This design comes from an exercise in tuning for small area, a short achievable clock period and few clock cycles on the open sky130 flow, not from production work.
RTL that was checked went through simulation tests only; none was proved equivalent to the original.
No activity file was given, so power comes from the tool's default toggle rates.

## routing_table_reader
module routing_table_reader
#(
    parameter int ADDR_W      = 16,
    parameter int HOST_IDX_W  = 6,
    parameter int SWITCH_ID_W = 4
) (
    input  logic                    clk,
    input  logic                    rst_n,
    output logic [ADDR_W-1:0]       mem_addr,
    input  logic [WORD_W-1:0]       mem_data,
    input  logic                    load_req,
    output logic                    load_ack,
    output logic                    tables_valid,
    output logic                    parse_error,
    input  logic                    host_req,
    input  logic [HOST_IDX_W-1:0]   host_index,
    output logic                    host_ack,
    output logic                    host_found,
    output logic [HOST_ENTRY_W-1:0] host_entry,
    input  logic                    path_req,
    input  logic [SWITCH_ID_W-1:0]  src_switch,
    input  logic [SWITCH_ID_W-1:0]  dst_switch,
    output logic                    path_ack,
    output logic [PATH_ENTRY_W-1:0] path_entry
);
    localparam int HW = ADDR_W - 3;
    localparam logic [3:0] S_IDLE = 4'd0,
                           S_PA   = 4'd1,
                           S_RD   = 4'd2,
                           S_ACK  = 4'd3,
                           S_L1   = 4'd4,
                           S_L2   = 4'd5,
                           S_L3   = 4'd6,
                           S_L4   = 4'd7,
                           S_L5   = 4'd8,
                           S_L6   = 4'd9,
                           S_L7   = 4'd10;
    logic [3:0]    state;
    logic          sel_host;
    logic [2:0]    ph;
  ...
For scale: roughly 900 cells after synthesis, about 190 flip-flops.
==> module routing_table_reader, before the edit <==
module routing_table_reader
#(
    parameter int ADDR_W      = 16,
    parameter int HOST_IDX_W  = 6,
    parameter int SWITCH_ID_W = 4
) (
    input  logic                    clk,
    input  logic                    rst_n,
    output logic [ADDR_W-1:0]       mem_addr,
    input  logic [WORD_W-1:0]       mem_data,
    input  logic                    load_req,
    output logic                    load_ack,
    output logic                    tables_valid,
    output logic                    parse_error,
    input  logic                    host_req,
    input  logic [HOST_IDX_W-1:0]   host_index,
    output logic                    host_ack,
    output logic                    host_found,
    output logic [HOST_ENTRY_W-1:0] host_entry,
    input  logic                    path_req,
    input  logic [SWITCH_ID_W-1:0]  src_switch,
    input  logic [SWITCH_ID_W-1:0]  dst_switch,
    output logic                    path_ack,
    output logic [PATH_ENTRY_W-1:0] path_entry
);
    localparam int HW = ADDR_W - 3;
    localparam logic [3:0] S_IDLE = 4'd0,
                           S_PA   = 4'd1,
                           S_RD   = 4'd2,
                           S_ACK  = 4'd3,
                           S_L1   = 4'd4,
                           S_L2   = 4'd5,
                           S_L3   = 4'd6,
                           S_L4   = 4'd7,
                           S_L5   = 4'd8,
                           S_L6   = 4'd9,
                           S_L7   = 4'd10;
    logic [3:0]    state;
    logic          sel_host;
    logic [2:0]    ph;
    logic [HW-1:0] ahi;
    logic          a0;
    logic [3:0]    s_q;         
    logic          hc_big;      
    logic [5:0]    hc_lo;       
    logic [HW-1:0] pbase;       
    logic [HW-1:0] kmul;        
    logic          slot0;
    logic [31:0]   slot1, slot2, slot3, slot4;
    logic          found;
    logic [7:0]    host_base;
    logic [HW-1:0] row_off;
    logic [HW-1:0] mac;
    assign found     = hc_big || (host_index < hc_lo);
    assign host_base = 8'd2 + 8'(host_index) * 8'd3;
    assign row_off   = pbase + HW'(dst_switch) * HW'(3);
    assign mac       = ahi + HW'(s_q) * kmul + 1'b1;
    assign mem_addr = {ahi, a0, 2'b00};
    always_ff @(posedge clk) begin
        case (state)
            S_IDLE:       s_q <= src_switch;
            S_L2, S_L6:   s_q <= 4'd3;
            default:      s_q <= 4'd0;
        endcase
    end
    always_ff @(posedge clk or negedge rst_n) begin
        if (!rst_n) begin
            state        <= S_IDLE;
            ahi          <= '0;
            a0           <= 1'b0;
            load_ack     <= 1'b0;
            tables_valid <= 1'b0;
            parse_error  <= 1'b0;
            host_ack     <= 1'b0;
            path_ack     <= 1'b0;
        end else begin
            case (state)
                S_IDLE: begin
                    if (load_req) begin
                        a0    <= 1'b1;
                        state <= S_L1;
                    end else if (host_req) begin
                        sel_host   <= 1'b1;
                        host_found <= found;
                        if (found) begin
                            ahi   <= HW'(host_base);
                            ph    <= 3'd1;
                            state <= S_RD;
                        end else begin
                            host_ack <= 1'b1;
                            state    <= S_ACK;
                        end
                    end else if (path_req) begin
                        sel_host <= 1'b0;
                        ahi      <= row_off;
                        state    <= S_PA;
                    end
                end
                S_PA: begin
                    ahi   <= mac;
                    ph    <= 3'd0;
                    state <= S_RD;
                end
                S_RD: begin
                    if (ph == 3'd5) begin
                        host_ack <= sel_host;
                        path_ack <= !sel_host;
                        state    <= S_ACK;
                    end else begin
                        ph       <= ph + 1'b1;
                        a0       <= !a0;
                        if (a0) ahi <= mac;
                    end
                end
                S_ACK: begin
                    if (!(load_ack && load_req) && !(host_ack && host_req)
                        && !(path_ack && path_req)) begin
                        load_ack <= 1'b0;
                        host_ack <= 1'b0;
                        path_ack <= 1'b0;
                        ahi      <= '0;
                        a0       <= 1'b0;
                        state    <= S_IDLE;
                    end
                end
                S_L1: begin
                    if (mem_data != HOST_MAGIC) begin
                        tables_valid <= 1'b0;
                        parse_error  <= 1'b1;
                        load_ack     <= 1'b1;
                        state        <= S_ACK;
                    end else begin
                        state <= S_L2;
                    end
                end
                S_L2: begin
                    ahi   <= HW'(1);
                    state <= S_L3;
                end
                S_L3: begin
                    ahi   <= mac;
                    a0    <= 1'b0;
                    state <= S_L4;
                end
                S_L4: begin
                    ahi   <= mac;
                    state <= S_L5;
                end
                S_L5: begin
                    tables_valid <= (mem_data == SWITCH_MAGIC);
                    parse_error  <= (mem_data != SWITCH_MAGIC);
                    load_ack     <= 1'b1;
                    state        <= S_L6;
                end
                S_L6: begin
                    if (!load_req) load_ack <= 1'b0;
                    ahi   <= HW'(2);
                    state <= S_L7;
                end
                S_L7: begin
                    if (!load_req) load_ack <= 1'b0;
                    ahi   <= '0;
                    state <= (load_ack && load_req) ? S_ACK : S_IDLE;
                end
                default: state <= S_IDLE;
            endcase
        end
    end
    always_ff @(posedge clk) begin
        if (state == S_L2) begin
            hc_big <= |mem_data[31:6];
            hc_lo  <= mem_data[5:0];
        end
        if (state == S_L5) begin
            pbase <= ahi;
        end
        if (state == S_L2 || state == S_L6) begin
            kmul <= mem_data[HW-1:0];
        end else if (state == S_L7) begin
            kmul <= mac;
        end
        if (state == S_RD) begin
            if (ph == 3'd1) slot0 <= mem_data[0];
            if (ph == 3'd2) slot1 <= mem_data;
            if (ph == 3'd3) slot2 <= mem_data;
            if (ph == 3'd4) slot3 <= mem_data;
            if (ph == 3'd5) slot4 <= mem_data;
        end
    end
    assign host_entry = {slot1, slot2, slot3[15:0], slot3[31:16],
                         slot4[7:0], slot4[15:8], slot4[23:16], slot4[31:24],
                         mem_data[7:0], mem_data[15:8]};
    assign path_entry = {slot0, slot1[15:0], slot1[31:16], slot2, slot3[15:0], slot3[31:16],
                         slot4[7:0], slot4[15:8], slot4[23:16], slot4[31:24],
                         mem_data[7:0], mem_data[15:8]};
endmodule
Settings: LEC_CHECK=0, CAP_MARGIN=20, CORE_MARGIN=2, CORE_UTILIZATION=30, SETUP_SLACK_MARGIN=4.25, SLEW_MARGIN=20; clock period 8.0 ns.
standard.sh (not shown) runs the stock make flow with config.mk's settings and CLKGATE_MAP_FILE= SYNTH_SCRIPT=/design/flow/synth_recipe.tcl, a recipe that flattens the netlist after the stock synthesis.
==> flow/flow/run.sh <==
#!/bin/bash
# Standard synthesis, then the standard layout with plain buffers on the ports.
set -euo pipefail
bash standard.sh synth > synth.log 2>&1
export BUFFER_PORTS_ARGS="-buffer_cell sky130_fd_sc_hd__buf_1"
bash standard.sh finish > layout.log 2>&1
The starting point completed with no timing, DRC or antenna violations.
Testbench counts at the start, summed over its fixed seeds: cycles 7,929.
Then changed:
--- a/flow/design.v
+++ b/flow/design.v
@@ -54,7 +54,8 @@
     logic [2:0]    ph;
     logic [HW-1:0] ahi;
     logic          a0;
-    logic [3:0]    s_q;         
+    logic [3:0]    s_nx;        
+    logic          b_one0, b_two0, b_neg0, b_one1, b_two1, b_s3;
     logic          hc_big;      
     logic [5:0]    hc_lo;       
     logic [HW-1:0] pbase;       
@@ -65,17 +66,34 @@
     logic [7:0]    host_base;
     logic [HW-1:0] row_off;
     logic [HW-1:0] mac;
+    logic [HW-1:0] m_pp0, m_q1, m_pp1, m_pp2, m_s1, m_c1, m_s2, m_c2;
     assign found     = hc_big || (host_index < hc_lo);
     assign host_base = 8'd2 + 8'(host_index) * 8'd3;
     assign row_off   = pbase + HW'(dst_switch) * HW'(3);
-    assign mac       = ahi + HW'(s_q) * kmul + 1'b1;
+    assign m_pp0 = (({HW{b_one0}} & kmul) | ({HW{b_two0}} & (kmul << 1))) ^ {HW{b_neg0}};
+    assign m_q1  = (({HW{b_one1}} & kmul) | ({HW{b_two1}} & (kmul << 1))) ^ {HW{b_s3}};
+    assign m_pp1 = {m_q1[HW-3:0], b_neg0, !b_neg0};
+    assign m_pp2 = ({HW{b_s3}} & (kmul << 4)) | {{(HW-3){1'b0}}, b_s3, 2'b00};
+    assign m_s1  = ahi ^ m_pp0 ^ m_pp1;
+    assign m_c1  = ((ahi & m_pp0) | (ahi & m_pp1) | (m_pp0 & m_pp1)) << 1;
+    assign m_s2  = m_s1 ^ m_c1 ^ m_pp2;
+    assign m_c2  = ((m_s1 & m_c1) | (m_s1 & m_pp2) | (m_c1 & m_pp2)) << 1;
+    assign mac   = m_s2 + m_c2;
     assign mem_addr = {ahi, a0, 2'b00};
+    always_comb begin
+        case (state)
+            S_IDLE:       s_nx = src_switch;
+            S_L2, S_L6:   s_nx = 4'd3;
+            default:      s_nx = 4'd0;
+        endcase
+    end
     always_ff @(posedge clk) begin
-        case (state)
-            S_IDLE:       s_q <= src_switch;
-            S_L2, S_L6:   s_q <= 4'd3;
-            default:      s_q <= 4'd0;
-        endcase
+        b_one0 <= s_nx[0];
+        b_two0 <= s_nx[1] && !s_nx[0];
+        b_neg0 <= s_nx[1];
+        b_one1 <= s_nx[2] ^ s_nx[1];
+        b_two1 <= (s_nx[2] == s_nx[1]) && (s_nx[3] != s_nx[2]);
+        b_s3   <= s_nx[3];
     end
     always_ff @(posedge clk or negedge rst_n) begin
         if (!rst_n) begin
What happened: The changed run went through all stages and came out clean. Clock power rises by 7.4%. Sequential cell count rises by 2. Worst setup slack improves by 0.0066 ns. Wire length falls by 0.39%. Hold slack degrades by 0.030 ns. Global-route usage falls by 0.22 points. Non-clock buffer count rises by 4.
Function not checked in the second run of this note: the RTL went through the layout flow alone.

static timing again, ports no longer ideal:
No port has a modelled driver above. Below, the same layouts with a new extraction and two added sets of constraints.
Step 1 sets driving cells, clkbuf_16 on the clock port and buf_2 on the other inputs (assumed; they add their load-dependent delay and slew).
Step 2 adds t to the input delays and takes it off the output delays; t is the mean of the earliest and latest rising clock arrival at the registers after step 1. Input paths then give back, and output paths get back, about the clock's delay inside the block.
Three values: ideal, step 1, step 2; two values: the first two.
run | t (ns) | slack for setup (ns) | hold WS [ns] | worst slew at a driven data input, ns | pins driven straight from the clock port
the first run | 0.488 | 4.265 / 4.265 / 3.963 | 0.498 / 0.498 / 0.498 | 0.05 | 1
the second run | 0.492 | 4.272 / 4.267 / 3.824 | 0.469 / 0.469 / 0.469 | 0.06 | 1
After both steps every run listed still meets setup and hold. For the second run, which loses most, drivers alone change the setup slack by -0.005 ns; drivers and shift together by -0.448 ns.
